This is an optimization exercise on Yosys and OpenROAD, whose aim is small area and a short achievable clock period, not a production implementation. Only simulation tests tie the RTL to the original design; equivalence was not proved.

### design/flow/run.sh
#!/bin/bash
# synth_recipe.tcl (not shown) runs the flow's synth.tcl, then flattens the netlist and writes it again
# the make line also repeats each setting of config.mk as NAME=value (left out here)
make -C /OpenROAD-flow-scripts/flow DESIGN_CONFIG=/design/flow/config.mk WORK_HOME=/design/flow/orfs CLKGATE_MAP_FILE= SYNTH_SCRIPT=/design/flow/synth_recipe.tcl finish
### design/flow/config.mk
export PLATFORM = sky130hd
export DESIGN_NAME = diffeq_fu_core
export DESIGN_NICKNAME = diffeq_fu_core
export VERILOG_FILES = /design/flow/design.v
export SDC_FILE = /design/flow/constraint.sdc
export NUM_CORES = 4
export LEC_CHECK = 0
export CAP_MARGIN = 20
export CORE_MARGIN = 2
export CORE_UTILIZATION = 40
export SLEW_MARGIN = 20
### design/flow/constraint.sdc
create_clock -name core_clock -period 10.0 [get_ports {clk}]
set_input_delay 2.0000 -clock core_clock [delete_from_list [all_inputs] [get_ports {clk}]]
set_output_delay 2.0000 -clock core_clock [all_outputs]
set_load 0.01 [all_outputs]
### design/flow/design.v
package diffeq_pkg;
    localparam int unsigned DEFAULT_WIDTH = 16;
    localparam logic MODE_ADD = 1'b0;
    localparam logic MODE_SUB = 1'b1;
endpackage
module multiplier
#(
    parameter int unsigned IN_WIDTH = diffeq_pkg::DEFAULT_WIDTH
) (
    input  logic signed [IN_WIDTH-1:0] in1,
    input  logic signed [IN_WIDTH-1:0] in2,
    output logic signed [IN_WIDTH-1:0] out,
    output logic                       ovf
);
    localparam int unsigned PW = 2 * IN_WIDTH;
    logic signed [PW-1:0]     prod;
    logic        [IN_WIDTH:0] prod_top;
    assign prod     = $signed(PW'(in1)) * $signed(PW'(in2));
    assign out      = prod[IN_WIDTH-1:0];
    assign prod_top = prod[PW-1:IN_WIDTH-1];
    assign ovf      = !((&prod_top) || !(|prod_top));
endmodule
module adder_subtractor
#(
    parameter int unsigned WIDTH = diffeq_pkg::DEFAULT_WIDTH
) (
    input  logic signed [WIDTH-1:0] in1,
    input  logic signed [WIDTH-1:0] in2,
    input  logic                    mode,
    output logic signed [WIDTH-1:0] out,
    output logic                    ovf
);
    logic sign1;
    logic sign2_eff;
    logic sign_out;
    assign out       = (mode == diffeq_pkg::MODE_SUB) ? (in1 - in2) : (in1 + in2);
    assign sign1     = in1[WIDTH-1];
    assign sign2_eff = (mode == diffeq_pkg::MODE_SUB) ? ~in2[WIDTH-1] : in2[WIDTH-1];
    assign sign_out  = out[WIDTH-1];
    assign ovf       = (sign1 == sign2_eff) && (sign_out != sign1);
endmodule
module diffeq_fu_core
#(
    parameter int unsigned WIDTH = diffeq_pkg::DEFAULT_WIDTH
) (
    input  logic                    clk,
    input  logic                    reset,
    input  logic                    en,
    input  logic signed [WIDTH-1:0] v1,
    input  logic signed [WIDTH-1:0] v2,
    input  logic signed [WIDTH-1:0] v3,
    input  logic signed [WIDTH-1:0] v4,
    input  logic signed [WIDTH-1:0] v5,
    input  logic signed [WIDTH-1:0] v6,
    input  logic                    mode,
    output logic signed [WIDTH-1:0] w1,
    output logic signed [WIDTH-1:0] w2,
    output logic signed [WIDTH-1:0] w3,
    output logic signed [WIDTH-1:0] r1,
    output logic signed [WIDTH-1:0] r2,
    output logic signed [WIDTH-1:0] r3,
    output logic                    ovf1,
    output logic                    ovf2,
    output logic                    ovf3,
    output logic                    valid
);
    logic m1_ovf, m2_ovf, a1_ovf;
    logic signed [WIDTH-1:0] r1_d, r1_q;
    logic signed [WIDTH-1:0] r2_d, r2_q;
    logic signed [WIDTH-1:0] r3_d, r3_q;
    logic                    ovf1_d, ovf1_q;
    logic                    ovf2_d, ovf2_q;
    logic                    ovf3_d, ovf3_q;
    logic                    valid_d, valid_q;
    multiplier #(.IN_WIDTH(WIDTH)) u_m1 (
        .in1 (v1),
        .in2 (v2),
        .out (w1),
        .ovf (m1_ovf)
    );
    multiplier #(.IN_WIDTH(WIDTH)) u_m2 (
        .in1 (v3),
        .in2 (v4),
        .out (w2),
        .ovf (m2_ovf)
    );
    adder_subtractor #(.WIDTH(WIDTH)) u_a1 (
        .in1  (v5),
        .in2  (v6),
        .mode (mode),
        .out  (w3),
        .ovf  (a1_ovf)
    );
    always_comb begin
        r1_d    = r1_q;
        r2_d    = r2_q;
        r3_d    = r3_q;
        ovf1_d  = ovf1_q;
        ovf2_d  = ovf2_q;
        ovf3_d  = ovf3_q;
        valid_d = 1'b0;
        if (en) begin
            r1_d    = w1;
            r2_d    = w2;
            r3_d    = w3;
            ovf1_d  = m1_ovf;
            ovf2_d  = m2_ovf;
            ovf3_d  = a1_ovf;
            valid_d = 1'b1;
        end
    end
    always_ff @(posedge clk or posedge reset) begin
        if (reset) begin
            r1_q    <= '0;
            r2_q    <= '0;
            r3_q    <= '0;
            ovf1_q  <= 1'b0;
            ovf2_q  <= 1'b0;
            ovf3_q  <= 1'b0;
            valid_q <= 1'b0;
        end else begin
            r1_q    <= r1_d;
            r2_q    <= r2_d;
            r3_q    <= r3_d;
            ovf1_q  <= ovf1_d;
            ovf2_q  <= ovf2_d;
            ovf3_q  <= ovf3_d;
            valid_q <= valid_d;
        end
    end
    assign r1    = r1_q;
    assign r2    = r2_q;
    assign r3    = r3_q;
    assign ovf1  = ovf1_q;
    assign ovf2  = ovf2_q;
    assign ovf3  = ovf3_q;
    assign valid = valid_q;
endmodule
==> qor.csv <==
stage,metric,value,unit
run_status,run_status,timing/DRC/antenna clean,
timing,worst_slack,0.206,ns
timing,rsz0062_at_grt,true,
floorplan,die_height,241,µm
global_route,antenna_found_initial,1,
logic_synthesis,synth_edf_count,0,
logic_synthesis,synth_seq_cells,52,
min_path,min_path_type,reg2reg,
clocking,htreeDepth,2,
timing,drv_slew,0,
placed_design,hpwl,51900,µm
logic_synthesis,ys_warn_count,1,
floorplan,die_w,241,µm
route,antenna_left,0,
timing,fin_worst_skew,0,ns
logic_synthesis,ys_types,62,
worst_setup_path,worstSetupStartpointType,input port,
floorplan,start_util,0.402,
global_route,grt_pass1_vias,19100,
floorplan,die_area,58300,µm²
timing,hold_violations,0,
clocking,clock_latency,0.31,ns
worst_setup_path,crit_required,8.00,ns
final_layout,multi_input_area,19100,µm²
placed_design,post-place-ws,-0.119,ns
worst_setup_path,end_kind,primary output,
global_route,grt_max_degree,58,
route,wire_per_inst,17.1,µm
final_layout,utilization,0.472,
job,cap_violations,0,
timing,finalSetupViolCount,0,
timing,relSlewSlack,0.459,
route,initialDrtViolationCount,824,
placed_design,placed_area,26200,µm²
global_route,gr-total-overflow,0,
timing,worst_pin_slew,0.811,ns
clocking,cts_root_buf,clkbuf_16,
logic_synthesis,synthTopCellsByArea,"fa_1, ha_1, inv_1",
floorplan,core-area,56100,µm²
logic_synthesis,post_synth.cell_area_avg,9.35,µm²
route,firstDrtPassIters,5,
floorplan,num_rows,87,
logic_synthesis,synth_top_area_frac,0.466,
final_layout,n_fill_cell,5359,
placed_design,place_congestion,0.961,
clocking,cts_buffer_depth,2,
clocking,clock_sinks,52,
placed_design,dp_cells,3422,
route,drc,0,
logic_synthesis,syn_nets,3216,
logic_synthesis,synth_ff_type,dfrtp_1,
final_layout,fin_nets,3478,
clocking,numCtsBuffers,5,
final_layout,final_cells,3430,
timing,min_period_over_period,0.979,
final_layout,final_area,26500,µm²
placed_design,port_buffers,199,
clocking,cts_tree,yes,
final_layout,seqCellArea,1300,µm²
timing,max_freq,102,MHz
floorplan,ios,200,
worst_setup_path,worst-setup-path-type,in2out,
worst_setup_path,worstPathArrival,7.79,ns
logic_synthesis,ys_async_sr_fraction,1.00,
clocking,clkSlewWorstSetupHoldPaths,0.09,ns
final_layout,area_growth,17.4,%
route,vias,17200,
worst_setup_path,crit_path_max_fanout,3,
global_route,grt.total_usage,0.215,
logic_synthesis,seq_area_frac_synth,0.0577,
final_layout,diodes,0,
logic_synthesis,netlist_instances,2411,
global_route,grt_pass1_wl,98100,µm
logic_synthesis,netlist_area,22500,µm²
route,vias_per_cell,5.01,
timing,min_period,9.79,ns
route,routed_wl,58800,µm
logic_synthesis,yosysTopAreaCell,fa_1,
final_layout,drive_gt1_frac,0.0789,
clocking,hold_buffers,0,
==> registers in the layout, indices dropped and copies added (netlist names) <==
register,cells
ovf2_q,1
valid_q,1
r1_q,16
r3_q,16
ovf1_q,1
ovf3_q,1
r2_q,16
==> final cells by class <==
cell class / instances / area share
flip-flops and latches: 52 / 0.0492
multi-input cells: 1771 / 0.722
well taps: 756 / 0.0357
clock buffers: 5 / 0.00473
inverters: 510 / 0.0723
clock inverters: 3 / 0.00104
repair buffers: 333 / 0.115
==> stage by stage <==
step,TNS (ns),hold slack [ns]
3_3_place_gp,-0.0567,0.489
4_1_cts,0,0.514
6_report,0,0.507
5_1_grt,-0.118,0.522
3_5_place_dp,-0.274,0.492
2_1_floorplan,0,0.540
==> worst max-delay path, cell delays in order <==
cell and delay, ns:
clkdlybuf4s50_1 0.43, and2_1 0.19, fa_1 0.53, inv_1 0.06, fa_1 0.47, fa_1 0.52
fa_1 0.56, inv_1 0.05, fa_1 0.48, inv_1 0.05, fa_1 0.47, inv_1 0.04
ha_1 0.27, buf_4 0.11, nand2_1 0.09, o31ai_4 0.33, o21ai_0 0.10, nor2b_2 0.16
xnor2_1 0.16, buf_4 0.17, clkdlybuf4s50_1 0.53
==> cells by family (layout without fill, tap and decap cells) <==
kind of cell,after synthesis,count (layout),share of synthesized area
AOI/OAI and AO/OA,201,201,0.0597
xor gates and xnor gates,94,94,0.0365
adders and majority gates,705,705,0.566
buffers and inverters,588,851,0.0979
DFF,52,52,0.0577
muxes,45,45,0.0223
and+or+nand+nor,726,726,0.160
==> synthesized netlist by cell type (3+ instances only) <==
library cell / instances
o311ai_0: 3
nor3_1: 12
nor3b_1: 3
o211ai_1: 7
o21bai_1: 6
or4_1: 4
mux2_2: 42
a21oi_1: 59
nor4b_1: 3
xor2_1: 22
o21a_1: 12
a211oi_1: 9
inv_1: 510
a211o_1: 4
nor4_1: 8
nor2_1: 86
nand3_1: 12
clkbuf_1: 78
nor2b_1: 14
and3_1: 11
a21oi_2: 3
nand4_1: 5
o31ai_1: 6
a21o_1: 29
ha_1: 180
nand2_1: 295
dfrtp_1: 52
or3_1: 3
nand2b_1: 32
and2_1: 227
a31oi_1: 9
mux2i_1: 3
xnor2_1: 72
o21ai_0: 28
fa_1: 525
==> final timing paths <==
kind	startpoint	to	slack (ns)	depth (start not counted)
min in group asynchronous	reset	r3_q[1]	1.90	2
min reg2reg	r3_q[15]	r3_q[15]	0.51	2
max	v3[7]	w2[14]	0.21	21
max in group asynchronous	reset	r2_q[1]	7.19	3
max reg2reg	ovf2_q	ovf2_q	9.16	4
min	r3_q[15]	r3_q[15]	0.51	2
==> layer usage <==
layer | part of all wire | wire length (µm) | track usage
met5 | 0 | 0 | 0
met4 | 0.022 | 1270 | 0.0498
met3 | 0.067 | 3930 | 0.0363
met2 | 0.49 | 28700 | 0.365
met1 | 0.42 | 24900 | 0.288
==> cells in the final DEF (no fill, tap or decap), drive strengths merged, types with 19 or more instances in the layout <==
cell type,count
nor2,86
dfrtp,52
buf,135
a21oi,62
dlymetal6s2s,19
clkdlybuf4s50,177
ha,180
o21ai,28
and2,227
fa,525
xnor2,72
inv,511
nand2b,32
xor2,22
a21o,29
nand2,295
mux2,42
==> timing repair <==
item	4_1_cts	5_1_grt
endpoints found under the hold margin	0	0
buffers inserted	0	0
gates resized for setup	7	31
endpoints found under the setup margin	4	9

## re-timing with driven ports
The flow's constraints put no driver on any port. The routed layout listed below was extracted and timed again, unchanged, in two steps. Step 1: set_driving_cell puts a clkbuf_16 on clk and a buf_2 on each other input, an assumption about the parent block. Step 2 also shifts input and output timing later by t, the mid clock arrival at the registers, as if the neighbouring blocks saw the same clock. Three values: ideal ports, drivers, drivers and shift; two values: the first two.
t, ns: 0.365
setup WS [ns]: 0.206 / 0.181 / 0.181
worst hold slack (ns): 0.507 / 0.507 / 0.507
latest minus earliest clock arrival (ns): 0.011 / 0.010
cell pins on the clock port's net: 1
After both steps this run still meets setup and hold. The setup slack of this run moves by -0.025 ns with the drivers and by -0.025 ns with both steps.
